Background: an optimization exercise with open tools, aiming at small area, a short achievable clock period and few clock cycles per item. Do not read the settings as production practice.
Only simulation tests tie the RTL to the original design; equivalence was not proved.
No activity file was given, so power comes from the tool's default toggle rates.

// fltr_sched
module fltr_sched #(
   parameter int unsigned NCH  = 4,
   parameter int unsigned TAPS = 4,
   parameter int unsigned DW   = 16,
   parameter int unsigned CW   = 16,
   parameter int unsigned OW   = 32
) (
   input  logic                     clk,
   input  logic                     rst_n,
   input  logic [NCH-1:0]           req_vld,
   input  logic [NCH*DW-1:0]        req_data,
   output logic [NCH-1:0]           req_rdy,
   input  logic                     cfg_we,
   input  logic [$clog2(TAPS)-1:0]  cfg_addr,
   input  logic [CW-1:0]            cfg_coef,
   output logic                     cfg_busy,
   output logic                     out_vld,
   input  logic                     out_rdy,
   output logic [$clog2(NCH)-1:0]   out_ch,
   output logic [OW-1:0]            out_data
);
For scale: roughly 40,000 sq um of cells after synthesis.
export LEC_CHECK = 0
export CAP_MARGIN = 20
export CORE_MARGIN = 2
export CORE_UTILIZATION = 60
export CTS_CLUSTER_DIAMETER = 100
export CTS_CLUSTER_SIZE = 24
export SLEW_MARGIN = 20
export SYNTH_HIERARCHICAL = 1
export SYNTH_MINIMUM_KEEP_SIZE = 0
export TNS_END_PERCENT = 15
create_clock -name core_clock -period 11.0 [get_ports {clk}]
standard.sh (not shown) runs the stock make flow with config.mk's settings and CLKGATE_MAP_FILE= SYNTH_SCRIPT=/design/flow/synth_recipe.tcl, a recipe that flattens the netlist after the stock synthesis.
==> flow/flow/run.sh <==
#!/bin/bash
# Standard synthesis (bash standard.sh synth) and the standard layout, with a larger
# setup slack margin for ORFS's repair_timing steps so the layout is optimised beyond the
# 11 ns constraint. Logs: synth.log, layout.log (ORFS's per-step logs are under orfs/logs).
set -uo pipefail
MARGIN=6.0
bash standard.sh synth > synth.log 2>&1 || { tail -50 synth.log; exit 1; }
bash standard.sh SETUP_SLACK_MARGIN=$MARGIN "BUFFER_PORTS_ARGS=-buffer_cell sky130_fd_sc_hd__buf_4" REMOVE_ABC_BUFFERS=1 finish > layout.log 2>&1 || { tail -50 layout.log; exit 1; }
Testbench counts at the start, summed over its fixed seeds: cycles 2,064, items 2,048.
Then changed:
--- a/flow/flow/run.sh
+++ b/flow/flow/run.sh
@@ -6,3 +6,3 @@
 MARGIN=6.0
 bash standard.sh synth > synth.log 2>&1 || { tail -50 synth.log; exit 1; }
-bash standard.sh SETUP_SLACK_MARGIN=$MARGIN "BUFFER_PORTS_ARGS=-buffer_cell sky130_fd_sc_hd__buf_4" REMOVE_ABC_BUFFERS=1 finish > layout.log 2>&1 || { tail -50 layout.log; exit 1; }
+bash standard.sh SETUP_SLACK_MARGIN=$MARGIN "BUFFER_PORTS_ARGS=-buffer_cell sky130_fd_sc_hd__buf_2" REMOVE_ABC_BUFFERS=1 finish > layout.log 2>&1 || { tail -50 layout.log; exit 1; }
CAP_MARGIN = 10   (was 20)
SLEW_MARGIN = 10   (was 20)
Final area goes down by about 0.5%.
Power went up by about 0.7%.
Setup slack gets worse by 0.057 ns.
Final cell count barely changes.
Die area stays the same.
Clock skew rises by 0.016 ns.
Clock-buffer cell count climbs by 2.
Clock power rises by about 10%.
Worst hold slack gets worse by 0.0080 ns.
Then changed:
==> flow/flow/run.sh (replaced) <==
#!/bin/bash
# Standard synthesis (bash standard.sh synth) and the standard layout, with a larger
# setup slack margin for ORFS's repair_timing steps so the layout is optimised beyond the
# 11 ns constraint. Logs: synth.log, layout.log (ORFS's per-step logs are under orfs/logs).
set -uo pipefail
MARGIN=6.3
bash standard.sh synth > synth.log 2>&1 || { tail -50 synth.log; exit 1; }
bash standard.sh SETUP_SLACK_MARGIN=$MARGIN "BUFFER_PORTS_ARGS=-buffer_cell sky130_fd_sc_hd__buf_4" REMOVE_ABC_BUFFERS=1 finish > layout.log 2>&1 || { tail -50 layout.log; exit 1; }
CAP_MARGIN = 20   (was 10)
SLEW_MARGIN = 20   (was 10)
The new run passed the timing, design-rule and antenna checks.
Power rose by 1.3%.
Setup slack degrades by 0.024 ns.
Area after synthesis stays the same.
Utilization went up by 1.4 points.
Routed wire length rose by 2.7%.
Die area is unchanged.
Then changed:
==> flow/flow/run.sh (replaced) <==
#!/bin/bash
# Standard synthesis (bash standard.sh synth) and the standard layout, with a larger
# setup slack margin for ORFS's repair_timing steps so the layout is optimised beyond the
# 11 ns constraint. Logs: synth.log, layout.log (ORFS's per-step logs are under orfs/logs).
set -uo pipefail
MARGIN=6.0
bash standard.sh synth > synth.log 2>&1 || { tail -50 synth.log; exit 1; }
bash standard.sh SETUP_SLACK_MARGIN=$MARGIN "BUFFER_PORTS_ARGS=-buffer_cell sky130_fd_sc_hd__buf_1" REMOVE_ABC_BUFFERS=1 finish > layout.log 2>&1 || { tail -50 layout.log; exit 1; }
Outcome:
- The changed run went through all stages and came out clean
- cell area goes down by 2.3%
- critical path depth goes down by 1
- setup slack improved by 0.045 ns
- wire length came out lower by 1.0%
- global-route usage shrinks by 0.19 points
- first-iteration DRC count goes down by 7.4%
Then changed:
==> flow/flow/run.sh (replaced) <==
#!/bin/bash
# Standard synthesis (bash standard.sh synth) and the standard layout, with a larger
# setup slack margin for ORFS's repair_timing steps so the layout is optimised beyond the
# 11 ns constraint. Logs: synth.log, layout.log (ORFS's per-step logs are under orfs/logs).
set -uo pipefail
MARGIN=5.75
bash standard.sh synth > synth.log 2>&1 || { tail -50 synth.log; exit 1; }
bash standard.sh SETUP_SLACK_MARGIN=$MARGIN "BUFFER_PORTS_ARGS=-buffer_cell sky130_fd_sc_hd__buf_4" REMOVE_ABC_BUFFERS=1 finish > layout.log 2>&1 || { tail -50 layout.log; exit 1; }
TNS_END_PERCENT = 5   (was 15)
Result: The changed run produced a clean layout; combinational power goes down by about 6%; hold slack is about the same; via count fell by about 2.2%; worst setup slack degrades by 0.14 ns; power went down by 4.8%; synthesized cell count is unchanged; routed wire length decreases by about 2.3%; clock-buffer cell count does not change.

-- afterwards: timing with drivers on the ports --
The flow's constraints put no driver on any port. The routed layouts listed below were extracted and timed again, unchanged, in two steps.
Step 1 sets driving cells, clkbuf_16 on the clock port and buf_2 on the other inputs (assumed; they add their load-dependent delay and slew).
Step 2 also shifts input and output timing later by t, the mid clock arrival at the registers, as if the neighbouring blocks saw the same clock.
Three values: ideal, step 1, step 2; two values: the first two.
run | shift t [ns] | setup slack, ns | slew at the worst register clock pin (ns) | worst slew at a driven data input, ns | cell pins on the clock port's net
the first run | 0.674 | 5.886 / 5.819 / 5.908 | 0.11 / 0.11 | 0.07 | 1
the second run | 0.685 | 5.829 / 5.760 / 5.878 | 0.11 / 0.11 | 0.06 | 1
the third run | 0.672 | 5.805 / 5.744 / 5.910 | 0.11 / 0.11 | 0.07 | 1
the fourth run | 0.684 | 5.851 / 5.786 / 5.857 | 0.11 / 0.11 | 0.07 | 1
the fifth run | 0.673 | 5.712 / 5.712 / 5.712 | 0.11 / 0.11 | 0.06 | 1
After both steps setup and hold are still met in every run listed.
